Background: an optimization exercise with open tools, aiming at small area, a short achievable clock period and few clock cycles per item. Do not read the settings as production practice.
RTL that was checked went through simulation tests only; none was proved equivalent to the original.
For run 1, only the layout was checked, not whether the RTL still works.

### flow/config.mk
export PLATFORM = sky130hd
export DESIGN_NAME = aes_inv_sub_bytes
export DESIGN_NICKNAME = aes_inv_sub_bytes
export VERILOG_FILES = /design/flow/design.v
export SDC_FILE = /design/flow/constraint.sdc
export NUM_CORES = 4
export LEC_CHECK = 0
export CAP_MARGIN = 20
export CORE_MARGIN = 2
export CORE_UTILIZATION = 65
export CTS_BUF_LIST = sky130_fd_sc_hd__clkbuf_8
export CTS_CLUSTER_DIAMETER = 50
export CTS_CLUSTER_SIZE = 14
export PLACE_DENSITY = 0.75
export SLEW_MARGIN = 20
### flow/constraint.sdc
create_clock -name core_clock -period 20.0 [get_ports {i_clk}]
set_input_delay 4.0000 -clock core_clock [delete_from_list [all_inputs] [get_ports {i_clk}]]
set_output_delay 4.0000 -clock core_clock [all_outputs]
set_load 0.01 [all_outputs]
### flow/design.v
module aes_inv_sub_bytes (
  input  logic         i_clk,
  input  logic         i_rst,
  input  logic         i_valid,
  input  logic [127:0] i_data,
  output logic         o_ready,
  output logic         o_valid,
  input  logic         i_ready,
  output logic [127:0] o_data
);
  logic [127:0] mapped, in_q, skid_q, out_q, sub;
  logic         in_v_q, skid_v_q, out_v_q, ready_q;
  logic         take, out_free, in_load, skid_v_d;
  for (genvar k = 0; k < 16; k++) begin : g_byte
    aes_inv_sub_bytes_map u_map (.a(i_data[8*k +: 8]), .y(mapped[8*k +: 8]));
    aes_inv_sub_bytes_inv u_inv (.a(in_q[8*k +: 8]), .y(sub[8*k +: 8]));
  end
  assign take     = ready_q & i_valid;
  assign out_free = ~out_v_q | i_ready;             
  assign in_load  = out_free | ~in_v_q;             
  assign skid_v_d = skid_v_q ? ~out_free : (take & in_v_q & ~out_free);
  always_ff @(posedge i_clk or posedge i_rst) begin
    if (i_rst) begin
      in_v_q   <= 1'b0;
      skid_v_q <= 1'b0;
      out_v_q  <= 1'b0;
      ready_q  <= 1'b1;
    end else begin
      if (out_free) out_v_q <= in_v_q;
      if (in_load)  in_v_q  <= skid_v_q | take;
      skid_v_q <= skid_v_d;
      ready_q  <= ~skid_v_d;
    end
  end
  always_ff @(posedge i_clk) begin
    if (out_free) out_q  <= sub;
    if (in_load)  in_q   <= skid_v_q ? skid_q : mapped;
    if (!skid_v_q) skid_q <= mapped;
  end
  assign o_ready = ready_q;
  assign o_valid = out_v_q;
  assign o_data  = out_q;
endmodule
module aes_inv_sub_bytes_map (
  input  logic [7:0] a,
  output logic [7:0] y
);
  logic n0, n1, n2, n3, n4, n5, n6, n7, n8, n9, n10, n11, n12, n13, n14, n15, n16;
  assign n0 = a[1] ^ a[3];
  assign n1 = n0 ^ a[4];
  assign n2 = n1 ^ a[5];
  assign n3 = a[1] ^ a[4];
  assign n4 = n3 ^ a[6];
  assign n5 = a[2] ^ a[5];
  assign n6 = n5 ^ a[6];
  assign n7 = n6 ^ a[7];
  assign n8 = a[0] ^ a[1];
  assign n9 = n8 ^ a[7];
  assign n10 = ~a[1];
  assign n11 = n8 ^ a[5];
  assign n12 = ~n11;
  assign n13 = n8 ^ a[4];
  assign n14 = a[2] ^ a[4];
  assign n15 = n14 ^ a[5];
  assign n16 = ~n15;
  assign y = {n16, n13, n12, n10, n9, n7, n4, n2};
endmodule
module aes_inv_sub_bytes_inv (
  input  logic [7:0] a,
  output logic [7:0] y
);
  logic n0, n1, n2, n3, n4, n5, n6, n7, n8, n9, n10, n11, n12, n13, n14, n15, n16, n17, n18, n19, n20, n21, n22, n23, n24, n25, n26, n27, n28, n29, n30, n31, n32, n33, n34, n35, n36, n37, n38, n39, n40, n41, n42, n43, n44, n45, n46, n47, n48, n49, n50, n51, n52, n53, n54, n55, n56, n57, n58, n59, n60, n61, n62, n63, n64, n65, n66, n67, n68, n69, n70, n71, n72, n73, n74, n75, n76, n77, n78, n79, n80, n81, n82, n83, n84, n85, n86, n87, n88, n89, n90, n91, n92, n93, n94, n95, n96, n97, n98, n99, n100, n101, n102, n103, n104, n105, n106, n107, n108, n109, n110, n111, n112, n113, n114, n115, n116, n117, n118, n119, n120, n121, n122, n123, n124, n125, n126, n127, n128, n129, n130, n131, n132, n133, n134, n135, n136, n137, n138, n139, n140, n141, n142, n143, n144, n145, n146, n147, n148, n149, n150, n151, n152, n153, n154, n155, n156, n157, n158, n159, n160, n161, n162, n163, n164, n165, n166, n167, n168, n169, n170, n171, n172, n173, n174, n175, n176, n177, n178, n179, n180, n181;
  assign n0 = a[4] ^ a[0];
  assign n1 = a[5] ^ a[1];
  assign n2 = a[6] ^ a[2];
  assign n3 = a[7] ^ a[3];
  assign n4 = n2 ^ n0;
  assign n5 = n3 ^ n1;
  assign n6 = n5 ^ n4;
  assign n7 = n6 ^ n4;
  assign n8 = n7 ^ n6;
  assign n9 = n1 ^ n0;
  assign n10 = n9 ^ n0;
  assign n11 = n9 ^ n7;
  assign n12 = n10 ^ n8;
  assign n13 = n3 ^ n2;
  assign n14 = n13 ^ n2;
  assign n15 = n13 ^ n7;
  assign n16 = n14 ^ n8;
  assign n17 = n15 ^ n11;
  assign n18 = n16 ^ n12;
  assign n19 = n18 ^ n17;
  assign n20 = n17 ^ n19;
  assign n21 = n12 ^ n11;
  assign n22 = n12 ^ n17;
  assign n23 = n21 ^ n20;
  assign n24 = n16 ^ n15;
  assign n25 = n24 ^ n15;
  assign n26 = n15 ^ n17;
  assign n27 = n25 ^ n20;
  assign n28 = a[6] ^ a[4];
  assign n29 = a[7] ^ a[5];
  assign n30 = a[2] ^ a[0];
  assign n31 = a[3] ^ a[1];
  assign n32 = n29 ^ n28;
  assign n33 = n31 ^ n30;
  assign n34 = n32 & n33;
  assign n35 = n28 & n30;
  assign n36 = n29 & n31;
  assign n37 = n36 ^ n35;
  assign n38 = n34 ^ n35;
  assign n39 = n38 ^ n37;
  assign n40 = a[5] ^ a[4];
  assign n41 = a[1] ^ a[0];
  assign n42 = n40 & n41;
  assign n43 = a[4] & a[0];
  assign n44 = a[5] & a[1];
  assign n45 = n44 ^ n43;
  assign n46 = n42 ^ n43;
  assign n47 = n45 ^ n38;
  assign n48 = n46 ^ n39;
  assign n49 = a[7] ^ a[6];
  assign n50 = a[3] ^ a[2];
  assign n51 = n49 & n50;
  assign n52 = a[6] & a[2];
  assign n53 = a[7] & a[3];
  assign n54 = n53 ^ n52;
  assign n55 = n51 ^ n52;
  assign n56 = n54 ^ n38;
  assign n57 = n55 ^ n39;
  assign n58 = n22 ^ n47;
  assign n59 = n23 ^ n48;
  assign n60 = n26 ^ n56;
  assign n61 = n27 ^ n57;
  assign n62 = ~n58;
  assign n63 = ~n59;
  assign n64 = ~n60;
  assign n65 = ~n61;
  assign n66 = n62 & n63;
  assign n67 = n66 & n60;
  assign n68 = n67 & n65;
  assign n69 = n58 & n63;
  assign n70 = n69 & n60;
  assign n71 = n70 & n65;
  assign n72 = n68 | n71;
  assign n73 = n62 & n59;
  assign n74 = n73 & n60;
  assign n75 = n74 & n65;
  assign n76 = n72 | n75;
  assign n77 = n58 & n59;
  assign n78 = n77 & n60;
  assign n79 = n78 & n65;
  assign n80 = n76 | n79;
  assign n81 = n73 & n64;
  assign n82 = n81 & n61;
  assign n83 = n80 | n82;
  assign n84 = n77 & n64;
  assign n85 = n84 & n61;
  assign n86 = n83 | n85;
  assign n87 = n67 & n61;
  assign n88 = n86 | n87;
  assign n89 = n74 & n61;
  assign n90 = n88 | n89;
  assign n91 = n68 | n79;
  assign n92 = n66 & n64;
  assign n93 = n92 & n61;
  assign n94 = n91 | n93;
  assign n95 = n69 & n64;
  assign n96 = n95 & n61;
  assign n97 = n94 | n96;
  assign n98 = n97 | n82;
  assign n99 = n98 | n85;
  assign n100 = n70 & n61;
  assign n101 = n99 | n100;
  assign n102 = n78 & n61;
  assign n103 = n101 | n102;
  assign n104 = n95 & n65;
  assign n105 = n84 & n65;
  assign n106 = n104 | n105;
  assign n107 = n106 | n71;
  assign n108 = n107 | n96;
  assign n109 = n108 | n82;
  assign n110 = n109 | n85;
  assign n111 = n110 | n100;
  assign n112 = n111 | n89;
  assign n113 = n81 & n65;
  assign n114 = n104 | n113;
  assign n115 = n114 | n75;
  assign n116 = n115 | n79;
  assign n117 = n116 | n82;
  assign n118 = n117 | n100;
  assign n119 = n118 | n89;
  assign n120 = n119 | n102;
  assign n121 = n112 ^ n90;
  assign n122 = n120 ^ n103;
  assign n123 = n122 ^ n121;
  assign n124 = n123 & n32;
  assign n125 = n121 & n28;
  assign n126 = n122 & n29;
  assign n127 = n126 ^ n125;
  assign n128 = n124 ^ n125;
  assign n129 = n128 ^ n127;
  assign n130 = n103 ^ n90;
  assign n131 = n130 & n40;
  assign n132 = n90 & a[4];
  assign n133 = n103 & a[5];
  assign n134 = n133 ^ n132;
  assign n135 = n131 ^ n132;
  assign n136 = n134 ^ n128;
  assign n137 = n135 ^ n129;
  assign n138 = n120 ^ n112;
  assign n139 = n138 & n49;
  assign n140 = n112 & a[6];
  assign n141 = n120 & a[7];
  assign n142 = n141 ^ n140;
  assign n143 = n139 ^ n140;
  assign n144 = n142 ^ n128;
  assign n145 = n143 ^ n129;
  assign n146 = n123 & n33;
  assign n147 = n121 & n30;
  assign n148 = n122 & n31;
  assign n149 = n148 ^ n147;
  assign n150 = n146 ^ n147;
  assign n151 = n150 ^ n149;
  assign n152 = n130 & n41;
  assign n153 = n90 & a[0];
  assign n154 = n103 & a[1];
  assign n155 = n154 ^ n153;
  assign n156 = n152 ^ n153;
  assign n157 = n155 ^ n150;
  assign n158 = n156 ^ n151;
  assign n159 = n138 & n50;
  assign n160 = n112 & a[2];
  assign n161 = n120 & a[3];
  assign n162 = n161 ^ n160;
  assign n163 = n159 ^ n160;
  assign n164 = n162 ^ n150;
  assign n165 = n163 ^ n151;
  assign n166 = n145 ^ n164;
  assign n167 = n166 ^ n165;
  assign n168 = n136 ^ n137;
  assign n169 = n168 ^ n157;
  assign n170 = n169 ^ n158;
  assign n171 = n145 ^ n157;
  assign n172 = n171 ^ n164;
  assign n173 = n157 ^ n164;
  assign n174 = n173 ^ n165;
  assign n175 = n136 ^ n144;
  assign n176 = n175 ^ n145;
  assign n177 = n176 ^ n158;
  assign n178 = n177 ^ n165;
  assign n179 = n145 ^ n158;
  assign n180 = n179 ^ n165;
  assign n181 = n136 ^ n164;
  assign y = {n137, n181, n180, n178, n174, n172, n170, n167};
endmodule
### flow/flow/run.sh
#!/bin/bash
# Standard ORFS layout (the standard.sh), except that:
#  - Yosys's final ABC technology mapping uses flow/map.abc instead of ORFS's speed script
#    (all other synthesis steps, and so the registers and their names, are the standard ones);
#  - the make variables listed in flow/make_args (one VAR=value per line) are added.
set -euo pipefail
W=$PWD
{
  cat <<'TCL'
proc abc {args} {
  set i [lsearch -exact $args -script]
  if {$i >= 0} { lset args [expr {$i + 1}] $::env(FLOW_ABC_SCRIPT) }
  yosys abc {*}$args
}
TCL
  cat "$W/synth_recipe.tcl"
} > "$W/flow_synth.tcl"
sed "s#$W/synth_recipe.tcl#$W/flow_synth.tcl#g" "$W/standard.sh" > "$W/flow_standard.sh"
grep -q flow_synth.tcl "$W/flow_standard.sh"
export FLOW_ABC_SCRIPT="$W/flow/map.abc"
args=()
if [[ -f "$W/flow/make_args" ]]; then
  while IFS= read -r line; do
    [[ -n "$line" && "$line" != \#* ]] && args+=("$line")
  done < "$W/flow/make_args"
fi
bash "$W/flow_standard.sh" "${args[@]}" finish > "$W/flow_make.log" 2>&1
### flow/flow/make_args
BUFFER_PORTS_ARGS=-buffer_cell sky130_fd_sc_hd__buf_1
SETUP_SLACK_MARGIN=14.5
### flow/flow/map.abc
&get -n
&st
&dch -f
&nf -R 1000
&put
### flow/standard.sh
#!/bin/bash
# synth_recipe.tcl (not shown) runs the flow's synth.tcl, then flattens the netlist and writes it again
# the make line also repeats each setting of config.mk as NAME=value (left out here)
make -C /OpenROAD-flow-scripts/flow DESIGN_CONFIG=/design/flow/config.mk WORK_HOME=/design/flow/orfs CLKGATE_MAP_FILE= SYNTH_SCRIPT=/design/flow/synth_recipe.tcl "${@:-finish}"
==> run_results.csv, run 1 <==
group,metric,value,unit
run_status,outcome,"no timing/DRC/antenna violations",
yosys,yosysSeqAreaShare,0.406,
yosys,syn-instance-count,2499,
sta,drv_slew,0,
sta,finalClockSkew,0.0227,ns
placement,dp_cells,3282,
final_layout,final_cell_area,28100,um2
yosys,synth_most_common_cell,"xnor2_1",
floorplanning,start_util,0.660,
global_route,grt_overflow,0,
yosys,ys.flop_type,"edfxtp_1",
detailed_routing,wirelength,49100,um
clock_tree,htreeDepth,2,
yosys,yosys.area.top_type,"edfxtp_1",
placement,io_buffers,261,
setup_path,r2r_start,"in_q[106]$_DFFE_PP_",
final_layout,layoutNonFillerInstCount,3364,
clock_tree,clock_latency,0.63,ns
sta,hold_viol_final,0,
clock_tree,ctsHoldBuffers,0,
yosys,synth.distinct_cells,21,
setup_path,r2r_cells,14,
setup_path,cp.arrival,5.60,ns
setup_path,crit_start,"i_ready",
clock_tree,cts_buffers,43,
setup_path,endpoint,"out_q[89]$_DFFE_PN_",
flow_run,max_cap_violations,0,
setup_path,required,20.25,ns
final_layout,drive_gt1_frac,0.0274,
yosys,synth.avg_cell_area,10.2,um2
yosys,synthArstFlopShare,0.0103,
yosys,netlist_top_cells_count,"852 x xnor2_1, 358 x xor2_1, 332 x nand2_1",
sta,worst_slew_pin_slew,1.12,ns
setup_path,critical_path_peak_fanout,68,
clock_tree,tritoncts,"built",
sta,slew_headroom,0.245,
setup_path,startpoint_type,"input port",
yosys,synth-edff-count,256,
setup_path,critPathKind,"input port to flop",
detailed_routing,via_count,17300,
sta,tns,0,ns
global_route,first_global_vias,17100,
yosys,synth.area.top_cells,"edfxtp_1 30%, xnor2_1 29%, xor2_1 12%",
sta,fin_crit,5.35,ns
worst_hold_path,hp-class,"flop to flop",
detailed_routing,wl_per_cell,14.6,um
yosys,syn_area,25500,um2
detailed_routing,drt_first_pass_iters,8,
setup_path,cp-end-kind,"flop",
floorplanning,std_cell_rows,72,
global_route,grt_pass1_wl,81000,um
clock_tree,clock-root-buffer,"clkbuf_8",
detailed_routing,ant_nets,0,
final_layout,final_util,0.728,
placement,post-dp-hpwl,37900,um
setup_path,ff2ff_setup_slack,15.21,ns
sta,clock.fmax,0.187,GHz
floorplanning,chipWidth,202,um
yosys,synth_warnings,1,
sta,min_period_over_period,0.267,
placement,place_ws,14.03,ns
floorplanning,die_h,202,um
placement,gp_congestion,0.886,
placement,place_area,27200,um2
sta,finalSetupViolCount,0,
global_route,grt_max_degree,130,
clock_tree,cts_resized,0,
clock_tree,cts_sinks,388,
global_route,grt_use_total,0.241,
final_layout,fin_nets,3005,
final_layout,synthToLayoutAreaGrowth,10.3,%
yosys,yosysTopAreaCellShare,0.302,
floorplanning,core_area,38600,um2
global_route,antenna_found_initial,4,
sta,setup_ws,14.65,ns
clock_tree,clockBufferDepth,3,
detailed_routing,drtIter0Drc,756,
yosys,synthesis.nets,2695,
floorplanning,ioPinCount,262,
clock_tree,clk_pin_slew,0.08,ns
floorplanning,dieArea,40800,um2
yosys,synth_seq_cells,388,
detailed_routing,vias_per_cell,5.13,
clock_tree,cts_setup_buffers,0,
detailed_routing,drcViolationCount,0,
sta,rsz0062_at_grt,"no",
setup_path,worstReg2RegEnd,"out_q[108]$_DFFE_PN_",
worst min path at each step:
stage | cells past startpoint | start | slack, ns | to
2_1_floorplan | 2 | skid_q[99]$_DFF_P_ | 0.43 | skid_q[99]$_DFF_P_
3_3_place_gp | 2 | skid_q[20]$_DFF_P_ | 0.44 | skid_q[20]$_DFF_P_
3_5_place_dp | 2 | skid_q[0]$_DFF_P_ | 0.46 | skid_q[0]$_DFF_P_
4_1_cts | 2 | skid_q[0]$_DFF_P_ | 0.47 | skid_q[0]$_DFF_P_
5_1_grt | 2 | skid_q[62]$_DFF_P_ | 0.49 | skid_q[62]$_DFF_P_
6_report | 2 | skid_q[80]$_DFF_P_ | 0.47 | skid_q[80]$_DFF_P_
critical path, stage by stage:
cell	delay (ns)
buf_1	0.07
nor2b_1	0.13
inv_6	0.55
buf_4	0.75
sequential cells by signal, summed over array words and instances (netlist names):
signal / count
in_q: 128
skid_v_q: 1
out_q: 128
out_v_q: 1
in_v_q: 1
skid_q: 128
ready_q: 1
area by class of cell:
cell class	instances	area, um2
Clock buffer	48	661
Timing Repair Buffer	265	1010
Sequential cell	388	10400
Multi-Input combinational cell	2090	15100
Clock inverter	32	279
Antenna cell	2	5.00
Tap cell	518	648
Inverter	21	83.8
Fill cell	2940	10500
through the flow:
step | hold WS [ns]
2_1_floorplan | 0.427
3_3_place_gp | 0.442
3_5_place_dp | 0.455
4_1_cts | 0.474
5_1_grt | 0.495
6_report | 0.471
kinds of logic after synthesis:
family,synth area share
xor gates and xnor gates,0.417
and+or+nand+nor,0.0927
DFF,0.406
AOI/OAI and AO/OA,0.0402
adders and majority gates,0.0314
muxes,0.00903
buffers and inverters,0.00309
layer usage:
| layer | track usage | wire, um | up-vias |
|---|---|---|---|
| li1 | - | - | 8793 |
| met1 | 0.314 | 21900 | 7989 |
| met2 | 0.412 | 23500 | 404 |
| met3 | 0.0445 | 2620 | 84 |
| met4 | 0.0628 | 1060 | 4 |
| met5 | 0 | 27 | - |
cells in the final DEF (no fill, tap or decap), types with 16 or more instances in the layout:
cell type / n
xor2_1: 358
and2_0: 18
xnor2_1: 852
ha_1: 64
buf_1: 261
clkinv_1: 20
o21ai_0: 146
dfxtp_1: 128
mux2i_1: 23
nor2b_1: 16
nand2_1: 331
edfxtp_1: 256
nor2_1: 225
clkbuf_8: 48
==> run 2: changes to the inputs <==
--- a/flow/design.v
+++ b/flow/design.v
@@ -26,3 +26,2 @@
       out_v_q  <= 1'b0;
-      ready_q  <= 1'b1;
     end else begin
@@ -31,5 +30,5 @@
       skid_v_q <= skid_v_d;
-      ready_q  <= ~skid_v_d;
     end
   end
+  always_ff @(posedge i_clk) ready_q <= ~skid_v_d;
   always_ff @(posedge i_clk) begin
==> flow/flow/make_args (replaced) <==
BUFFER_PORTS_ARGS=-buffer_cell sky130_fd_sc_hd__buf_1
SETUP_SLACK_MARGIN=14.8
==> run_results.csv, run 2 <==
group,metric,value,unit
run_status,outcome,"no timing/DRC/antenna violations",
worst_hold_path,hp-class,"flop to flop",
setup_path,crit_start,"out_q[122]$_DFFE_PN_",
yosys,ys.flop_type,"edfxtp_1",
setup_path,endpoint,"o_data[122]",
sta,drv_slew,0,
clock_tree,htreeDepth,2,
setup_path,worst_path_largest_cell_delay,0.47,ns
global_route,first_global_vias,17000,
yosys,synth.area.top_cells,"edfxtp_1 30%, xnor2_1 29%, xor2_1 12%",
detailed_routing,via_count,17200,
yosys,synthXorXnorAreaFrac,0.418,
global_route,antenna_found_initial,3,
yosys,synth_warnings,1,
detailed_routing,ant_nets,0,
setup_path,cp.arrival,1.25,ns
clock_tree,cts_sinks,388,
yosys,synthesis.nets,2695,
sta,finalClockSkew,0.0221,ns
final_layout,synthToLayoutAreaGrowth,10.5,%
sta,rsz0062_at_grt,"yes",
detailed_routing,vias_per_cell,5.11,
yosys,syn_area,25500,um2
final_layout,reg.largest.list,"in_q: 128 flops, out_q: 128 flops, skid_q: 128 flops",
detailed_routing,wirelength,48500,um
setup_path,cpMaxStageDelayCell,"edfxtp_1",
clock_tree,cts_buffers,41,
global_route,grt_overflow,0,
clock_tree,clockBufferDepth,3,
yosys,synthArstFlopShare,0.00773,
clock_tree,clock-root-buffer,"clkbuf_8",
detailed_routing,wl_per_cell,14.4,um
yosys,synth_compound_area_frac,0.0403,
setup_path,crit_buf_inv,1,
floorplanning,ioPinCount,262,
flow_run,max_cap_violations,0,
yosys,syn-instance-count,2499,
final_layout,drive_gt1_frac,0.0380,
yosys,yosysTopAreaCellShare,0.302,
yosys,synth_fa_ha_area_frac,0.0314,
detailed_routing,drt_first_pass_iters,5,
final_layout,multi_input_area,15100,um2
yosys,synth.avg_cell_area,10.2,um2
floorplanning,core_area,38600,um2
setup_path,path_cells,"buf_1",
clock_tree,clk_pin_slew,0.08,ns
placement,place_ws,14.43,ns
yosys,netlist_top_cells_count,"852 x xnor2_1, 358 x xor2_1, 332 x nand2_1",
detailed_routing,drtIter0Drc,831,
floorplanning,die_h,202,um
sta,tns,0,ns
yosys,synthMuxAreaShare,0.00903,
placement,io_buffers,261,
sta,setup_ws,14.75,ns
yosys,synth_most_common_cell,"xnor2_1",
global_route,grt_pass1_wl,80400,um
yosys,synth.distinct_cells,20,
setup_path,critical_path_peak_fanout,1,
clock_tree,tritoncts,"built",
setup_path,ff2ff_setup_slack,15.15,ns
floorplanning,dieArea,40800,um2
sta,min_period_over_period,0.263,
setup_path,path_delay_family,"flip-flops",
setup_path,crit_cells,1,
placement,post-dp-hpwl,37000,um
setup_path,startpoint_type,"flop",
setup_path,worstReg2RegEnd,"out_q[108]$_DFFE_PN_",
yosys,synth_simple_gate_area_frac,0.0927,
setup_path,required,16.00,ns
clock_tree,ctsHoldBuffers,0,
final_layout,final_util,0.729,
setup_path,critPathKind,"flop to output port",
placement,gp_congestion,0.900,
final_layout,fin_nets,3002,
final_layout,nFillCells,2890,
sta,worst_slew_pin_slew,1.11,ns
setup_path,r2r_cells,14,
yosys,yosysSeqAreaShare,0.406,
setup_path,r2r_start,"in_q[108]$_DFFE_PP_",
yosys,synth_top_family_by_area,"XOR/XNOR gates",
floorplanning,chipWidth,202,um
clock_tree,clock_latency,0.63,ns
placement,dp_cells,3281,
final_layout,layoutNonFillerInstCount,3359,
floorplanning,start_util,0.659,
setup_path,cp-end-kind,"output port",
sta,fin_crit,5.25,ns
global_route,grt_max_degree,130,
floorplanning,std_cell_rows,72,
yosys,synth_seq_cells,388,
sta,clock.fmax,0.190,GHz
sta,finalSetupViolCount,0,
sta,hold_viol_final,0,
detailed_routing,drcViolationCount,0,
sta,slew_headroom,0.251,
final_layout,mostFrequentLayoutCells,"852 x xnor2_1, 358 x xor2_1, 331 x nand2_1, 256 x edfxtp_1, 225 x nor2_1",
yosys,yosys.area.top_type,"edfxtp_1",
yosys,synth-edff-count,256,
global_route,grt_use_total,0.238,
final_layout,final_common_cell,"xnor2_1",
final_layout,regArea,10300,um2
-- run 2: cell types whose count changed in the layout (fill, tap and decap cells not counted), moves of 2 or more --
cell and delta:
buf_1 -37, clkbuf_2 +30, inv_6 -7, buf_2 +5, clkbuf_8 -4, buf_6 +2, bufinv_16 +2, clkinv_1 +2
inv_1 +2, inv_4 -2, o41ai_1 -2, o41ai_2 +2
-- run 2: cells by family after synthesis --
logic type,count (synthesis)
AOI/OAI and AO/OA,190
muxes,23
and+or+nand+nor,601
buffers and inverters,21
DFF,388
adders and majority gates,64
xor gates and xnor gates,1212
-- run 2: worst min path at each step --
stage,start,end,cells past startpoint,slack (ns)
floorplan,skid_q[99]$_DFF_P_,skid_q[99]$_DFF_P_,2,0.43
global placement,skid_q[99]$_DFF_P_,skid_q[99]$_DFF_P_,2,0.44
global route,skid_q[70]$_DFF_P_,skid_q[70]$_DFF_P_,2,0.50
CTS,skid_q[97]$_DFF_P_,skid_q[97]$_DFF_P_,2,0.47
detailed placement,skid_q[97]$_DFF_P_,skid_q[97]$_DFF_P_,2,0.45
finish,skid_q[97]$_DFF_P_,skid_q[97]$_DFF_P_,2,0.47
-- run 2: what timing repair did --
item                       CTS  global route
gates resized for setup      9            33
setup endpoints to repair   42            42
cloned                       0             0
setup buffers                0             0
-- run 2: metal layers --
metal / up-vias / GRT usage / routed length [um] / share of wire
li1: 8772 / - / - / -
met1: 8001 / 0.323 / 22400 / 0.46
met2: 330 / 0.394 / 22800 / 0.47
met3: 57 / 0.0401 / 2400 / 0.050
met4: 2 / 0.0670 / 853 / 0.018
met5: - / 0 / 14 / 0.00029
-- run 2: final cells by class --
cell class | instances | area share
repair buffers | 264 | 0.0377
inverters | 21 | 0.00324
clock inverters | 32 | 0.0108
multi-input cells | 2090 | 0.536
flip-flops and latches | 388 | 0.367
diodes | 2 | 0.000178
well taps | 518 | 0.0230
clock buffers | 44 | 0.0215
-- run 2: metrics by stage --
step / instance area [um2] / hold WS, ns
global placement: 27200 / 0.441
floorplan: 25500 / 0.427
detailed placement: 27200 / 0.453
global route: 28200 / 0.497
finish: 28200 / 0.468
CTS: 28100 / 0.471
-- run 2: worst reg2reg max path, cell delays in order, from the launching register on --
cell,delay (ns)
edfxtp_1,0.48
xnor2_1,0.36
xnor2_1,0.15
nor2_1,0.21
xor2_1,0.27
xnor2_1,0.21
o41ai_1,1.02
xnor2_1,0.28
xnor2_1,0.26
nor2_1,0.10
xnor2_1,0.34
xnor2_1,0.22
xor2_1,0.32
xnor2_1,0.26
xnor2_1,0.12
Testbench counts of run 2, summed over its fixed seeds: cycles 400, items 384.
==> run 3: changes to the inputs <==
--- a/flow/config.mk
+++ b/flow/config.mk
@@ -9,3 +9,3 @@
 export CORE_MARGIN = 2
-export CORE_UTILIZATION = 65
+export CORE_UTILIZATION = 75
 export CTS_BUF_LIST = sky130_fd_sc_hd__clkbuf_8
@@ -13,3 +13,3 @@
 export CTS_CLUSTER_SIZE = 14
-export PLACE_DENSITY = 0.75
+export PLACE_DENSITY = 0.85
 export SLEW_MARGIN = 20
==> run_results.csv, run 3 <==
group,metric,value,unit
setup_path,crit_cells,1,
flow_run,max_cap_violations,0,
placement,post-dp-hpwl,38700,um
final_layout,mostFrequentLayoutCells,"852 x xnor2_1, 358 x xor2_1, 331 x nand2_1, 256 x edfxtp_1, 244 x buf_1",
clock_tree,clockBufferDepth,3,
global_route,grt_pass1_wl,83600,um
clock_tree,cts_buffers,40,
global_route,first_global_vias,18000,
yosys,synthesis.nets,2695,
setup_path,r2r_start,"in_q[75]$_DFFE_PP_",
clock_tree,htreeDepth,2,
setup_path,worstReg2RegEnd,"out_q[76]$_DFFE_PN_",
setup_path,crit_start,"out_q[121]$_DFFE_PN_",
yosys,synth.distinct_cells,20,
detailed_routing,drt_first_pass_iters,5,
yosys,netlist_top_cells_count,"852 x xnor2_1, 358 x xor2_1, 332 x nand2_1",
clock_tree,clock-root-buffer,"clkbuf_8",
setup_path,path_cells,"clkbuf_2",
run_status,outcome,"no timing/DRC/antenna violations",
sta,drv_slew,0,
placement,io_buffers,261,
setup_path,ff2ff_setup_slack,15.20,ns
worst_hold_path,hp-class,"flop to flop",
detailed_routing,wirelength,50900,um
clock_tree,tritoncts,"built",
yosys,synth.area.top_cells,"edfxtp_1 30%, xnor2_1 29%, xor2_1 12%",
yosys,synth_warnings,1,
detailed_routing,drtIter0Drc,1058,
setup_path,cp.arrival,1.23,ns
floorplanning,start_util,0.760,
setup_path,critical_path_peak_fanout,1,
detailed_routing,wl_per_cell,15.5,um
sta,fin_crit,5.23,ns
yosys,yosysTopAreaCellShare,0.302,
yosys,syn_area,25500,um2
yosys,syn-instance-count,2499,
detailed_routing,drcViolationCount,0,
placement,gp_congestion,0.898,
yosys,synth_most_common_cell,"xnor2_1",
clock_tree,clock_latency,0.63,ns
final_layout,final_cell_area,27900,um2
setup_path,cpMaxStageDelayCell,"edfxtp_1",
clock_tree,ctsHoldBuffers,0,
detailed_routing,vias_per_cell,5.38,
setup_path,endpoint,"o_data[121]",
detailed_routing,via_count,17700,
yosys,yosysSeqAreaShare,0.406,
yosys,yosys.area.top_type,"edfxtp_1",
final_layout,synthToLayoutAreaGrowth,9.64,%
sta,hold_slack,0.467,ns
global_route,grt_use_total,0.286,
clock_tree,clk_pin_slew,0.08,ns
floorplanning,die_h,188,um
setup_path,path_delay_family,"flip-flops",
floorplanning,chipWidth,188,um
yosys,synth-edff-count,256,
floorplanning,dieArea,35500,um2
yosys,synth_seq_cells,388,
setup_path,critPathKind,"flop to output port",
sta,hold_viol_final,0,
sta,slew_headroom,0.302,
sta,tns,0,ns
sta,finalSetupViolCount,0,
setup_path,worst_path_largest_cell_delay,0.46,ns
placement,place_area,27100,um2
yosys,ys.flop_type,"edfxtp_1",
final_layout,drive_gt1_frac,0.0296,
final_layout,reg.largest.list,"in_q: 128 flops, out_q: 128 flops, skid_q: 128 flops",
setup_path,required,16.00,ns
clock_tree,cts_sinks,388,
sta,finalClockSkew,0.0324,ns
final_layout,fin_nets,3000,
global_route,grt_max_degree,130,
sta,rsz0062_at_grt,"yes",
global_route,antenna_found_initial,3,
setup_path,startpoint_type,"flop",
setup_path,crit_buf_inv,1,
global_route,grt_overflow,0,
yosys,synth.avg_cell_area,10.2,um2
final_layout,final_common_cell,"xnor2_1",
final_layout,final_util,0.833,
floorplanning,ioPinCount,262,
yosys,synthArstFlopShare,0.00773,
detailed_routing,ant_nets,0,
sta,worst_slew_pin_slew,1.03,ns
floorplanning,std_cell_rows,67,
sta,min_period_over_period,0.261,
setup_path,cp-end-kind,"output port",
floorplanning,core_area,33500,um2
sta,clock.fmax,0.191,GHz
setup_path,r2r_cells,14,
==> run 3: cell types whose count changed in the layout (fill, tap and decap cells not counted), sizes merged <==
cell and delta:
bufinv -3, clkinvlp -1, clkinv -5, clkbuf -14, buf +13, inv +6, diode -1
==> run 3: per-layer routing <==
layer,GRT usage,vias up,share of wire
li1,-,8786,-
met1,0.358,8299,0.42
met2,0.516,467,0.50
met3,0.0376,99,0.056
met4,0.0868,4,0.025
met5,0.00412,-,0.00035
==> run 3: cell families after synthesis <==
group / share of synthesized area
AOI/OAI and AO/OA: 0.0403
xor gates and xnor gates: 0.418
buffers and inverters: 0.00309
DFF: 0.406
adders and majority gates: 0.0314
muxes: 0.00903
and+or+nand+nor: 0.0927
==> run 3: how the worst min path moves through the flow <==
stage	start	end	slack, ns	depth (start not counted)
2_1_floorplan	skid_q[99]$_DFF_P_	skid_q[99]$_DFF_P_	0.43	2
3_3_place_gp	skid_q[86]$_DFF_P_	skid_q[86]$_DFF_P_	0.44	2
3_5_place_dp	skid_q[95]$_DFF_P_	skid_q[95]$_DFF_P_	0.46	2
4_1_cts	skid_q[95]$_DFF_P_	skid_q[95]$_DFF_P_	0.47	2
5_1_grt	skid_q[40]$_DFF_P_	skid_q[40]$_DFF_P_	0.50	2
6_report	skid_q[95]$_DFF_P_	skid_q[95]$_DFF_P_	0.47	2
==> run 3: repair_timing <==
action,in CTS,in global routing
endpoints found under the setup margin,22,20
setup buffers,0,0
resized for setup,1,17
==> run 3: cell type report <==
class	instances	area, um2
clock buffers	44	606
clock inverters	29	210
repair buffers	263	1020
multi-input cells	2090	15100
fillers	2078	5590
inverters	21	91.3
diodes	1	2.50
flip-flops and latches	388	10300
well taps	448	561
==> run 3: per-stage QoR <==
| step | cells | setup WS, ns |
|---|---|---|
| detailed placement | 3210 | 14.45 |
| global route | 3283 | 14.76 |
| CTS | 3283 | 14.75 |
| global placement | 3210 | 14.50 |
| floorplan | 2499 | 14.87 |
| finish | 3284 | 14.77 |
==> run 3: worst reg2reg max path, stage by stage, from the launching register on <==
cell,delay [ns]
edfxtp_1,0.48
xnor2_1,0.33
xor2_1,0.28
nor2_1,0.13
xnor2_1,0.30
xnor2_1,0.23
o41ai_1,0.92
xnor2_1,0.30
xor2_1,0.26
nor2_1,0.24
xor2_1,0.30
xnor2_1,0.22
xor2_1,0.28
xnor2_1,0.15
xnor2_1,0.14
==> run 4: changes to the inputs <==
==> flow/flow/make_args (replaced) <==
BUFFER_PORTS_ARGS=-buffer_cell sky130_fd_sc_hd__buf_1
SETUP_SLACK_MARGIN=15.0
==> run_results.csv, run 4 <==
group,metric,value,unit
run_status,outcome,"no timing/DRC/antenna violations",
global_route,grt_use_total,0.284,
global_route,grt_pass1_wl,83400,um
sta,finalClockSkew,0.0256,ns
setup_path,startpoint_type,"flop",
sta,hold_viol_final,0,
detailed_routing,wl_per_cell,15.5,um
clock_tree,ctsHoldBuffers,0,
detailed_routing,vias_per_cell,5.39,
setup_path,worst_path_largest_cell_delay,0.45,ns
placement,post-dp-hpwl,37800,um
sta,finalSetupViolCount,0,
sta,rsz0062_at_grt,"yes",
sta,worst_slew_pin_slew,1.07,ns
setup_path,required,16.00,ns
clock_tree,htreeDepth,2,
global_route,grt_max_degree,130,
yosys,synth_simple_gate_area_frac,0.0927,
yosys,synth_most_common_cell,"xnor2_1",
sta,slew_headroom,0.279,
final_layout,reg.largest.list,"in_q: 128 flops, out_q: 128 flops, skid_q: 128 flops",
floorplanning,std_cell_rows,67,
worst_hold_path,hp-class,"flop to flop",
clock_tree,clock-root-buffer,"clkbuf_8",
yosys,synth.area.top_cells,"edfxtp_1 30%, xnor2_1 29%, xor2_1 12%",
yosys,syn-instance-count,2499,
setup_path,critPathKind,"flop to output port",
floorplanning,ioPinCount,262,
final_layout,synthToLayoutAreaGrowth,10.7,%
detailed_routing,drcViolationCount,0,
detailed_routing,ant_nets,0,
setup_path,ff2ff_setup_slack,15.22,ns
placement,io_buffers,261,
floorplanning,start_util,0.760,
final_layout,final_util,0.841,
yosys,synth_top_family_by_area,"XOR/XNOR gates",
yosys,ys.flop_type,"edfxtp_1",
yosys,syn_area,25500,um2
clock_tree,cts_buffers,43,
floorplanning,dieArea,35500,um2
yosys,synth_compound_area_frac,0.0403,
sta,clock.fmax,0.192,GHz
yosys,synth_warnings,1,
detailed_routing,drt_first_pass_iters,5,
floorplanning,die_h,188,um
final_layout,layoutNonFillerInstCount,3293,
setup_path,cpMaxStageDelayCell,"edfxtp_1",
clock_tree,tritoncts,"built",
sta,hold_slack,0.471,ns
global_route,first_global_vias,18000,
sta,tns,0,ns
final_layout,drive_gt1_frac,0.0672,
yosys,synthesis.nets,2695,
clock_tree,cts_sinks,388,
yosys,synth.avg_cell_area,10.2,um2
sta,min_period_over_period,0.260,
yosys,netlist_top_cells_count,"852 x xnor2_1, 358 x xor2_1, 332 x nand2_1",
floorplanning,core_area,33500,um2
setup_path,cp.arrival,1.21,ns
setup_path,path_cells,"buf_6",
yosys,synthMuxAreaShare,0.00903,
global_route,antenna_found_initial,4,
setup_path,cp-end-kind,"output port",
final_layout,mostFrequentLayoutCells,"850 x xnor2_1, 358 x xor2_1, 331 x nand2_1, 256 x edfxtp_1, 225 x nor2_1",
sta,drv_slew,0,
yosys,synthArstFlopShare,0.00773,
flow_run,max_cap_violations,0,
placement,place_ws,14.43,ns
clock_tree,clockBufferDepth,3,
final_layout,final_common_cell,"xnor2_1",
yosys,yosys.area.top_type,"edfxtp_1",
clock_tree,clock_latency,0.62,ns
detailed_routing,wirelength,51100,um
setup_path,path_delay_family,"flip-flops",
yosys,yosysTopAreaCellShare,0.302,
yosys,yosysSeqAreaShare,0.406,
setup_path,crit_buf_inv,1,
sta,setup_ws,14.79,ns
placement,dp_cells,3210,
yosys,synth-edff-count,256,
detailed_routing,via_count,17700,
final_layout,fin_nets,3007,
sta,fin_crit,5.21,ns
yosys,synth.distinct_cells,20,
setup_path,critical_path_peak_fanout,1,
detailed_routing,drtIter0Drc,1075,
global_route,grt_overflow,0,
floorplanning,chipWidth,188,um
clock_tree,clk_pin_slew,0.08,ns
yosys,synthXorXnorAreaFrac,0.418,
yosys,synth_fa_ha_area_frac,0.0314,
placement,gp_congestion,0.923,
yosys,synth_seq_cells,388,
==> run 4: cell families (layout without fill, tap and decap cells) <==
family / count (synthesis) / in the layout
xor gates and xnor gates: 1212 / 1212
and+or+nand+nor: 601 / 602
DFF: 388 / 388
AOI/OAI and AO/OA: 190 / 190
adders and majority gates: 64 / 64
muxes: 23 / 23
buffers and inverters: 21 / 365
other: 0 / 1
==> run 4: routing by layer <==
layer  share of wire  wire, um  track usage
met1            0.42     21300        0.348
met4           0.027      1400       0.0892
met5         0.00084        43            0
met2            0.50     25600        0.514
met3           0.053      2730       0.0475
==> run 4: layout make-up <==
class,count,area (um2)
diodes,1,2.50
clock inverters,33,259
flip-flops and latches,388,10300
clock buffers,45,619
repair buffers,266,1180
inverters,21,91.3
well taps,448,561
fillers,2031,5320
multi-input cells,2091,15200
==> run 4: through the flow <==
step	instance area (um2)
global placement	27100
floorplan	25500
CTS	28000
finish	28200
detailed placement	27100
global route	28200
==> run 4: final timing paths <==
path	cells past startpoint	from	to
setup / recovery	1	out_q[8]$_DFFE_PN_	o_data[8]
hold / removal	2	skid_q[64]$_DFF_P_	skid_q[64]$_DFF_P_
setup reg to reg	13	in_q[59]$_DFFE_PP_	out_q[60]$_DFFE_PN_
hold reg to reg	2	skid_q[64]$_DFF_P_	skid_q[64]$_DFF_P_
max in group asynchronous	2	i_rst	skid_v_q$_DFF_PP0_
min in group asynchronous	2	i_rst	skid_v_q$_DFF_PP0_
==> run 4: repair_timing <==
item,4_1_cts,5_1_grt
cloned,0,1
pin swaps,0,1
buffers inserted,2,1
gates resized for setup,20,101
endpoints found under the setup margin,130,162
==> run 5: changes to the inputs <==
==> flow/flow/make_args (replaced) <==
BUFFER_PORTS_ARGS=-buffer_cell sky130_fd_sc_hd__buf_1
SETUP_SLACK_MARGIN=14.8
ADDER_MAP_FILE=
--- a/flow/config.mk
+++ b/flow/config.mk
@@ -10,3 +10,3 @@
 export CORE_UTILIZATION = 75
-export CTS_BUF_LIST = sky130_fd_sc_hd__clkbuf_8
+export CTS_BUF_LIST = sky130_fd_sc_hd__clkbuf_8 sky130_fd_sc_hd__clkbuf_16
 export CTS_CLUSTER_DIAMETER = 50
==> run_results.csv, run 5 <==
group,metric,value,unit
run_status,outcome,"no timing/DRC/antenna violations",
worst_hold_path,whs_path_depth,2,
yosys,netlist_top_cells_count,"868 x xnor2_1, 399 x xor2_1, 372 x nand2_1",
setup_path,r2r_start,"in_q[91]$_DFFE_PP_",
sta,worst_slew_pin_slew,1.02,ns
floorplanning,start_util,0.758,
final_layout,final_cell_area,28200,um2
floorplanning,dieArea,35200,um2
global_route,grt_pass1_wl,83500,um
setup_path,crit_buf_inv,1,
global_route,grt_max_degree,130,
global_route,grt_use_total,0.287,
detailed_routing,drcViolationCount,0,
detailed_routing,vias_per_cell,5.35,
yosys,synth.avg_cell_area,9.93,um2
clock_tree,cts_sinks,388,
yosys,syn_area,25300,um2
floorplanning,die_h,188,um
setup_path,cp-end-kind,"output port",
setup_path,required,16.00,ns
sta,slew_headroom,0.311,
detailed_routing,drt_first_pass_iters,5,
flow_run,max_cap_violations,0,
clock_tree,clockBufferDepth,3,
final_layout,drive_gt1_frac,0.0225,
yosys,yosysTopAreaCellShare,0.304,
yosys,synth_warnings,1,
clock_tree,cts_setup_buffers,0,
detailed_routing,drtIter0Drc,939,
setup_path,worst_path_largest_cell_delay,0.34,ns
final_layout,nFillCells,1982,
yosys,syn-instance-count,2548,
sta,hold_viol_final,0,
floorplanning,chipWidth,188,um
yosys,synthesis.nets,2680,
yosys,synthArstFlopShare,0.00773,
setup_path,cpMaxStageDelayCell,"edfxtp_1",
final_layout,fin_nets,2984,
detailed_routing,wl_per_cell,15.3,um
setup_path,startpoint_type,"flop",
sta,clock.fmax,0.193,GHz
floorplanning,ioPinCount,262,
worst_hold_path,hp-class,"flop to flop",
worst_hold_path,hold_start,"skid_q[62]$_DFF_P_",
global_route,grt_overflow,0,
yosys,synth-edff-count,256,
final_layout,synthToLayoutAreaGrowth,11.5,%
sta,rsz0062_at_grt,"no",
clock_tree,cts_buffers,39,
setup_path,critPathKind,"flop to output port",
sta,finalClockSkew,0.0257,ns
clock_tree,htreeDepth,2,
sta,tns,0,ns
final_layout,mostFrequentLayoutCells,"868 x xnor2_1, 399 x xor2_1, 371 x nand2_1, 261 x buf_1, 256 x edfxtp_1",
sta,fin_crit,5.17,ns
setup_path,cp.arrival,1.17,ns
detailed_routing,via_count,17800,
detailed_routing,wirelength,51000,um
global_route,first_global_vias,18100,
setup_path,worstReg2RegEnd,"out_q[92]$_DFFE_PN_",
setup_path,path_delay_family,"flip-flops",
placement,io_buffers,261,
setup_path,critical_path_peak_fanout,1,
clock_tree,clk_pin_slew,0.05,ns
yosys,synth_seq_cells,388,
yosys,yosysSeqAreaShare,0.409,
setup_path,r2r_cells,15,
sta,drv_slew,0,
clock_tree,tritoncts,"built",
placement,gp_congestion,0.919,
detailed_routing,ant_nets,0,
setup_path,ff2ff_setup_slack,15.13,ns
setup_path,path_cells,"buf_1",
yosys,ys.flop_type,"edfxtp_1",
global_route,antenna_found_initial,3,
final_layout,reg.largest.list,"in_q: 128 flops, out_q: 128 flops, skid_q: 128 flops",
placement,post-dp-hpwl,37500,um
worst_hold_path,hold_end,"skid_q[62]$_DFF_P_",
yosys,synth.area.top_cells,"edfxtp_1 30%, xnor2_1 30%, xor2_1 14%",
placement,place_area,26900,um2
sta,finalSetupViolCount,0,
floorplanning,core_area,33400,um2
floorplanning,std_cell_rows,67,
clock_tree,clock_latency,0.56,ns
yosys,yosys.area.top_type,"edfxtp_1",
yosys,synth_most_common_cell,"xnor2_1",
clock_tree,clock-root-buffer,"clkbuf_16",
yosys,synth.distinct_cells,22,
clock_tree,ctsHoldBuffers,0,
sta,min_period_over_period,0.258,
final_layout,final_common_cell,"xnor2_1",
-- run 5: cell types whose count changed in the layout (fill, tap and decap cells not counted), sizes merged, moves of 6 or more --
cell	previous run	this run
a21oi	14	48
a31o	0	6
and2	18	4
buf	178	263
clkbuf	133	44
ha	64	0
mux2i	23	7
nand2	333	372
nor2	225	240
xnor2	852	868
xor2	358	399
-- run 5: area by class of cell --
type	count	area, um2	share of cell area
Multi-Input combinational cell	2140	14900	0.529
Sequential cell	388	10300	0.367
Clock buffer	44	1080	0.0383
Timing Repair Buffer	263	995	0.0353
Tap cell	448	561	0.0199
Clock inverter	28	203	0.00719
Inverter	20	87.6	0.00311
Antenna cell	2	5.00	0.000178
-- run 5: per-stage QoR --
step / hold WS [ns] / instances / utilization / worst slack [ns]
after global placement: 0.438 / 3259 / 0.806 / 14.50
after CTS: 0.472 / 3331 / 0.844 / 14.82
after detailed placement: 0.454 / 3259 / 0.806 / 14.46
after global routing: 0.482 / 3332 / 0.845 / 14.81
after floorplan: 0.427 / 2548 / - / 14.87
final: 0.466 / 3333 / 0.845 / 14.83
-- run 5: worst max path at each step --
stage                          from             endpoint  depth (start not counted)
2_1_floorplan               i_ready    in_q[0]$_DFFE_PP_                          2
3_3_place_gp                i_ready  in_q[114]$_DFFE_PP_                          3
3_5_place_dp                i_ready  in_q[114]$_DFFE_PP_                          3
4_1_cts        out_q[127]$_DFFE_PN_          o_data[127]                          1
5_1_grt             ready_q$_DFF_P_              o_ready                          1
6_report       out_q[122]$_DFFE_PN_          o_data[122]                          1
-- run 5: per-layer routing --
metal / up-vias / track usage / wire length (um)
met5: - / 0 / 15
met4: 2 / 0.111 / 1630
met3: 121 / 0.0359 / 2170
met2: 476 / 0.537 / 26700
met1: 8353 / 0.333 / 20500
li1: 8887 / - / -
-- run 5: repair_timing --
item | in CTS | in global routing
endpoints found under the setup margin | 0 | 4
hold endpoints to repair | 0 | 0
resized for setup | 0 | 2
-- run 5: cells by family (layout without fill, tap and decap cells) --
group | count (synthesis) | in the layout | share of synthesized area
xor gates and xnor gates | 1267 | 1267 | 0.439
and+or+nand+nor | 645 | 645 | 0.0988
DFF | 388 | 388 | 0.409
AOI/OAI and AO/OA | 218 | 218 | 0.0463
buffers and inverters | 20 | 355 | 0.00297
muxes | 10 | 10 | 0.00411
other | 0 | 2 | 0
==> run 6: changes to the inputs <==
--- a/flow/config.mk
+++ b/flow/config.mk
@@ -10,3 +10,3 @@
 export CORE_UTILIZATION = 75
-export CTS_BUF_LIST = sky130_fd_sc_hd__clkbuf_8 sky130_fd_sc_hd__clkbuf_16
+export CTS_BUF_LIST = sky130_fd_sc_hd__clkbuf_16
 export CTS_CLUSTER_DIAMETER = 50
==> run_results.csv, run 6 <==
group,metric,value,unit
run_status,outcome,"no timing/DRC/antenna violations",
global_route,grt_overflow,0,
yosys,syn_area,25300,um2
final_layout,regArea,10300,um2
setup_path,worst_path_largest_cell_delay,0.34,ns
floorplanning,core_area,33400,um2
yosys,yosys.area.top_type,"edfxtp_1",
yosys,synthArstFlopShare,0.00773,
setup_path,cp.arrival,1.16,ns
sta,clock.fmax,0.194,GHz
setup_path,cpMaxStageDelayCell,"edfxtp_1",
detailed_routing,vias_per_cell,5.34,
final_layout,mostFrequentLayoutCells,"868 x xnor2_1, 399 x xor2_1, 371 x nand2_1, 261 x buf_1, 256 x edfxtp_1",
detailed_routing,via_count,17800,
detailed_routing,wl_per_cell,15.2,um
placement,place_ws,14.46,ns
setup_path,path_delay_family,"flip-flops",
yosys,ys.flop_type,"edfxtp_1",
yosys,yosysSeqAreaShare,0.409,
final_layout,nFillCells,1973,
setup_path,cp-end-kind,"output port",
sta,finalClockSkew,0.0260,ns
yosys,synthesis.nets,2680,
yosys,synth_warnings,1,
final_layout,multi_input_area,14900,um2
sta,fin_crit,5.15,ns
worst_hold_path,hp-class,"flop to flop",
global_route,grt_max_degree,130,
detailed_routing,drt_first_pass_iters,5,
yosys,synth.distinct_cells,22,
sta,drv_slew,0,
clock_tree,clock-root-buffer,"clkbuf_16",
yosys,syn-instance-count,2548,
floorplanning,std_cell_rows,67,
detailed_routing,ant_nets,0,
detailed_routing,drcViolationCount,0,
clock_tree,cts_resized,0,
setup_path,required,16.00,ns
detailed_routing,wirelength,50800,um
flow_run,max_cap_violations,0,
global_route,grt_pass1_wl,83200,um
clock_tree,cts_buffers,39,
floorplanning,dieArea,35200,um2
clock_tree,ctsHoldBuffers,0,
setup_path,critical_path_peak_fanout,1,
floorplanning,start_util,0.758,
yosys,synth_most_common_cell,"xnor2_1",
yosys,synth.area.top_cells,"edfxtp_1 30%, xnor2_1 30%, xor2_1 14%",
setup_path,startpoint_type,"flop",
global_route,grt_use_total,0.286,
sta,rsz0062_at_grt,"no",
clock_tree,htreeDepth,2,
sta,finalSetupViolCount,0,
final_layout,drive_gt1_frac,0.0219,
yosys,netlist_top_cells_count,"868 x xnor2_1, 399 x xor2_1, 372 x nand2_1",
floorplanning,chipWidth,188,um
final_layout,final_common_cell,"xnor2_1",
sta,setup_ws,14.85,ns
final_layout,synthToLayoutAreaGrowth,11.4,%
final_layout,fin_nets,2984,
yosys,yosysTopAreaCellShare,0.304,
clock_tree,tritoncts,"built",
sta,min_period_over_period,0.258,
yosys,synth-edff-count,256,
yosys,synth.avg_cell_area,9.93,um2
sta,slew_headroom,0.312,
global_route,first_global_vias,18000,
global_route,antenna_found_initial,3,
placement,post-dp-hpwl,37500,um
clock_tree,clock_latency,0.56,ns
floorplanning,die_h,188,um
clock_tree,cts_sinks,388,
yosys,synth_seq_cells,388,
placement,io_buffers,261,
setup_path,crit_buf_inv,1,
detailed_routing,drtIter0Drc,889,
setup_path,critPathKind,"flop to output port",
sta,hold_viol_final,0,
setup_path,path_cells,"buf_1",
clock_tree,cts_setup_buffers,0,
placement,gp_congestion,0.919,
sta,worst_slew_pin_slew,1.02,ns
sta,tns,0,ns
clock_tree,clockBufferDepth,3,
final_layout,reg.largest.list,"in_q: 128 flops, out_q: 128 flops, skid_q: 128 flops",
floorplanning,ioPinCount,262,
clock_tree,clk_pin_slew,0.05,ns
## run 6: final cells by class
class / count / area share
Inverter: 20 / 0.00311
Sequential cell: 388 / 0.367
Antenna cell: 2 / 0.000178
Tap cell: 448 / 0.0199
Clock inverter: 30 / 0.00746
Clock buffer: 42 / 0.0373
Multi-Input combinational cell: 2140 / 0.529
Timing Repair Buffer: 263 / 0.0353
## run 6: logic make-up (layout without fill, tap and decap cells)
| logic type | Yosys count | count (layout) | synth area share |
|---|---|---|---|
| simple gates | 645 | 645 | 0.0988 |
| compound gates | 218 | 218 | 0.0463 |
| mux | 10 | 10 | 0.00411 |
| xor+xnor | 1267 | 1267 | 0.439 |
| other cells | 0 | 2 | 0 |
| buf+inv | 20 | 355 | 0.00297 |
| flops | 388 | 388 | 0.409 |
## run 6: final timing paths
check | end | slack (ns) | cells after the start | start
hold reg to reg | skid_q[62]$_DFF_P_ | 0.47 | 2 | skid_q[62]$_DFF_P_
max in group asynchronous | skid_v_q$_DFF_PP0_ | 16.55 | 2 | i_rst
setup / recovery | o_data[122] | 14.85 | 1 | out_q[122]$_DFFE_PN_
setup reg to reg | out_q[92]$_DFFE_PN_ | 15.13 | 15 | in_q[91]$_DFFE_PP_
min in group asynchronous | skid_v_q$_DFF_PP0_ | 3.32 | 2 | i_rst
hold / removal | skid_q[62]$_DFF_P_ | 0.47 | 2 | skid_q[62]$_DFF_P_
## run 6: through the flow
stage	cell area, um2	hold slack, ns	cells	util
CTS	28100	0.472	3331	0.844
floorplan	25300	0.427	2548	-
global placement	26900	0.438	3259	0.806
detailed placement	26900	0.454	3259	0.806
finish	28200	0.465	3333	0.844
global route	28200	0.482	3332	0.844
## run 6: worst min-delay path, delay by kind of cell, from the launching register on
kind,cells,cell delay (ns)
DFF,1,0.30
AOI/OAI and AO/OA,1,0.08
and+or+nand+nor,1,0.04
## run 6: routing by layer
layer	wire length (um)	GRT usage	vias up
met2	26500	0.534	443
met4	1660	0.109	2
met1	20700	0.333	8351
met3	1950	0.0359	129
li1	-	-	8886
met5	15	0	-
==> run 7: changes to the inputs <==
--- a/flow/config.mk
+++ b/flow/config.mk
@@ -7,6 +7,6 @@
 export LEC_CHECK = 0
-export CAP_MARGIN = 20
+export CAP_MARGIN = 5
 export CORE_MARGIN = 2
 export CORE_UTILIZATION = 75
-export CTS_BUF_LIST = sky130_fd_sc_hd__clkbuf_16
+export CTS_BUF_LIST = sky130_fd_sc_hd__clkbuf_8
 export CTS_CLUSTER_DIAMETER = 50
@@ -14,2 +14,2 @@
 export PLACE_DENSITY = 0.85
-export SLEW_MARGIN = 20
+export SLEW_MARGIN = 5
==> run_results.csv, run 7 <==
group,metric,value,unit
setup_path,worst_path_largest_cell_delay,0.43,ns
setup_path,ff2ff_setup_slack,15.18,ns
setup_path,required,16.00,ns
clock_tree,clock-root-buffer,"clkbuf_8",
floorplanning,core_area,33400,um2
sta,slew_headroom,0.313,
sta,finalClockSkew,0.0274,ns
clock_tree,cts_setup_buffers,0,
clock_tree,tritoncts,"built",
sta,drv_slew,0,
setup_path,critical_path_peak_fanout,1,
yosys,synthesis.nets,2680,
final_layout,drive_gt1_frac,0.0305,
final_layout,synthToLayoutAreaGrowth,9.82,%
placement,io_buffers,261,
global_route,grt_use_total,0.278,
final_layout,final_util,0.832,
final_layout,nFillCells,2084,
worst_hold_path,hp-class,"flop to flop",
setup_path,r2r_start,"in_q[91]$_DFFE_PP_",
yosys,synth.distinct_cells,22,
yosys,synthArstFlopShare,0.00773,
floorplanning,chipWidth,188,um
final_layout,mostFrequentLayoutCells,"868 x xnor2_1, 399 x xor2_1, 371 x nand2_1, 256 x edfxtp_1, 240 x nor2_1",
setup_path,path_delay_family,"flip-flops",
sta,min_period_over_period,0.260,
floorplanning,dieArea,35200,um2
floorplanning,std_cell_rows,67,
setup_path,critPathKind,"flop to output port",
detailed_routing,vias_per_cell,5.29,
sta,rsz0062_at_grt,"yes",
setup_path,cp-end-kind,"output port",
placement,gp_congestion,0.919,
sta,fin_crit,5.21,ns
sta,worst_slew_pin_slew,1.02,ns
yosys,yosys.area.top_type,"edfxtp_1",
floorplanning,start_util,0.758,
detailed_routing,wl_per_cell,14.8,um
run_status,outcome,"no timing/DRC/antenna violations",
setup_path,startpoint_type,"flop",
worst_hold_path,hold_start,"skid_q[24]$_DFF_P_",
yosys,yosysSeqAreaShare,0.409,
global_route,grt_max_degree,130,
yosys,synth.area.top_cells,"edfxtp_1 30%, xnor2_1 30%, xor2_1 14%",
sta,tns,0,ns
setup_path,crit_start,"out_q[120]$_DFFE_PN_",
final_layout,fin_nets,2984,
final_layout,reg.largest.list,"in_q: 128 flops, out_q: 128 flops, skid_q: 128 flops",
yosys,synth_seq_cells,388,
clock_tree,htreeDepth,2,
yosys,ys.flop_type,"edfxtp_1",
global_route,grt_overflow,0,
clock_tree,clk_pin_slew,0.09,ns
clock_tree,clockBufferDepth,3,
yosys,synth_warnings,1,
detailed_routing,via_count,17600,
detailed_routing,drtIter0Drc,905,
global_route,grt_pass1_wl,81000,um
floorplanning,die_h,188,um
setup_path,cp.arrival,1.21,ns
detailed_routing,wirelength,49200,um
yosys,syn_area,25300,um2
placement,post-dp-hpwl,37500,um
flow_run,max_cap_violations,0,
detailed_routing,drt_first_pass_iters,5,
yosys,syn-instance-count,2548,
sta,clock.fmax,0.192,GHz
final_layout,final_common_cell,"xnor2_1",
setup_path,crit_buf_inv,1,
yosys,synth_most_common_cell,"xnor2_1",
clock_tree,clock_latency,0.62,ns
clock_tree,cts_sinks,388,
detailed_routing,drcViolationCount,0,
sta,finalSetupViolCount,0,
setup_path,cpMaxStageDelayCell,"edfxtp_1",
yosys,yosysTopAreaCellShare,0.304,
yosys,synth.avg_cell_area,9.93,um2
yosys,netlist_top_cells_count,"868 x xnor2_1, 399 x xor2_1, 372 x nand2_1",
sta,hold_viol_final,0,
global_route,antenna_found_initial,3,
detailed_routing,ant_nets,0,
floorplanning,ioPinCount,262,
setup_path,path_cells,"clkbuf_2",
clock_tree,cts_buffers,39,
global_route,first_global_vias,17900,
yosys,synth-edff-count,256,
-- run 7: cell counts after synthesis --
No cell type changed its count.
-- run 7: layout make-up --
cell class	instances	area, um2	area share
multi-input combinational	2140	14900	0.537
clock buffer	42	578	0.0208
timing repair buffer	263	1030	0.0370
antenna	2	5.00	0.000180
inverter	20	87.6	0.00315
sequential	388	10300	0.373
clock inverter	30	254	0.00915
tap	448	561	0.0202
-- run 7: path summary, 6_finish.rpt --
path | end | depth (start not counted)
worst min register to register | skid_q[24]$_DFF_P_ | 2
worst max-delay path | o_data[120] | 1
worst min-delay path | skid_q[24]$_DFF_P_ | 2
min in group asynchronous | skid_v_q$_DFF_PP0_ | 2
worst max register to register | out_q[92]$_DFFE_PN_ | 15
max in group asynchronous | skid_v_q$_DFF_PP0_ | 2
-- run 7: cells by family after synthesis --
family / Yosys count / share of synthesized area
XOR/XNOR: 1267 / 0.439
buffers and inverters: 20 / 0.00297
AO/OA/AOI/OAI: 218 / 0.0463
AND/OR/NAND/NOR: 645 / 0.0988
flip-flops: 388 / 0.409
multiplexers: 10 / 0.00411
-- run 7: metrics by stage --
| step | setup WS [ns] | area, um2 | hold WS, ns | std cells |
|---|---|---|---|---|
| floorplan | 14.87 | 25300 | 0.427 | 2548 |
| global placement | 14.50 | 26900 | 0.438 | 3259 |
| detailed placement | 14.46 | 26900 | 0.454 | 3259 |
| CTS | 14.75 | 27700 | 0.474 | 3331 |
| global route | 14.74 | 27800 | 0.488 | 3332 |
| finish | 14.79 | 27800 | 0.468 | 3333 |
-- run 7: routing by layer --
layer / track usage / part of all wire
met5: 0 / 0.00033
met4: 0.114 / 0.033
met3: 0.0384 / 0.041
met2: 0.511 / 0.51
met1: 0.325 / 0.41
-- run 7: what timing repair did --
action	4_1_cts	5_1_grt
hold buffers	0	0
gates resized for setup	5	23
endpoints found under the setup margin	24	25
endpoints found under the hold margin	0	0
pin swaps	0	0

afterwards: timing with drivers on the ports:
How much do the figures lean on ideal ports? The routed layouts below were timed once more, with nothing changed but the port constraints.
Step 1: set_driving_cell puts a clkbuf_16 on i_clk and a buf_2 on each other input, an assumption about the parent block.
Step 2 moves the port delays by t, midway between the first and last clock arrival at a register: inputs arrive t later, outputs are due t later. That takes back most of the time a late clock gives input paths.
Slacks: ideal / step 1 / step 2; pairs: ideal / step 1.
| run | t (ns) | setup slack, ns | hold WS [ns] | worst setup path after step 2 | worst register clock-pin slew, ns |
|---|---|---|---|---|---|
| run 1 | 0.671 | 14.652 / 14.617 / 14.010 | 0.471 / 0.471 / 0.471 | input to register | 0.09 / 0.09 |
| run 2 | 0.672 | 14.749 / 14.695 / 14.427 | 0.468 / 0.468 / 0.468 | input to register | 0.09 / 0.09 |
| run 3 | 0.661 | 14.774 / 14.722 / 14.434 | 0.467 / 0.467 / 0.467 | input to register | 0.09 / 0.09 |
| run 4 | 0.662 | 14.793 / 14.741 / 14.417 | 0.471 / 0.471 / 0.471 | input to register | 0.09 / 0.09 |
| run 5 | 0.604 | 14.830 / 14.776 / 14.417 | 0.466 / 0.466 / 0.466 | input to register | 0.07 / 0.07 |
| run 6 | 0.606 | 14.845 / 14.791 / 14.413 | 0.465 / 0.465 / 0.465 | input to register | 0.07 / 0.07 |
| run 7 | 0.651 | 14.794 / 14.743 / 14.414 | 0.468 / 0.468 / 0.468 | input to register | 0.09 / 0.09 |
After both steps every run listed still meets setup and hold. The setup slack of run 1, which loses most, moves by -0.035 ns with the drivers and by -0.642 ns with both steps.
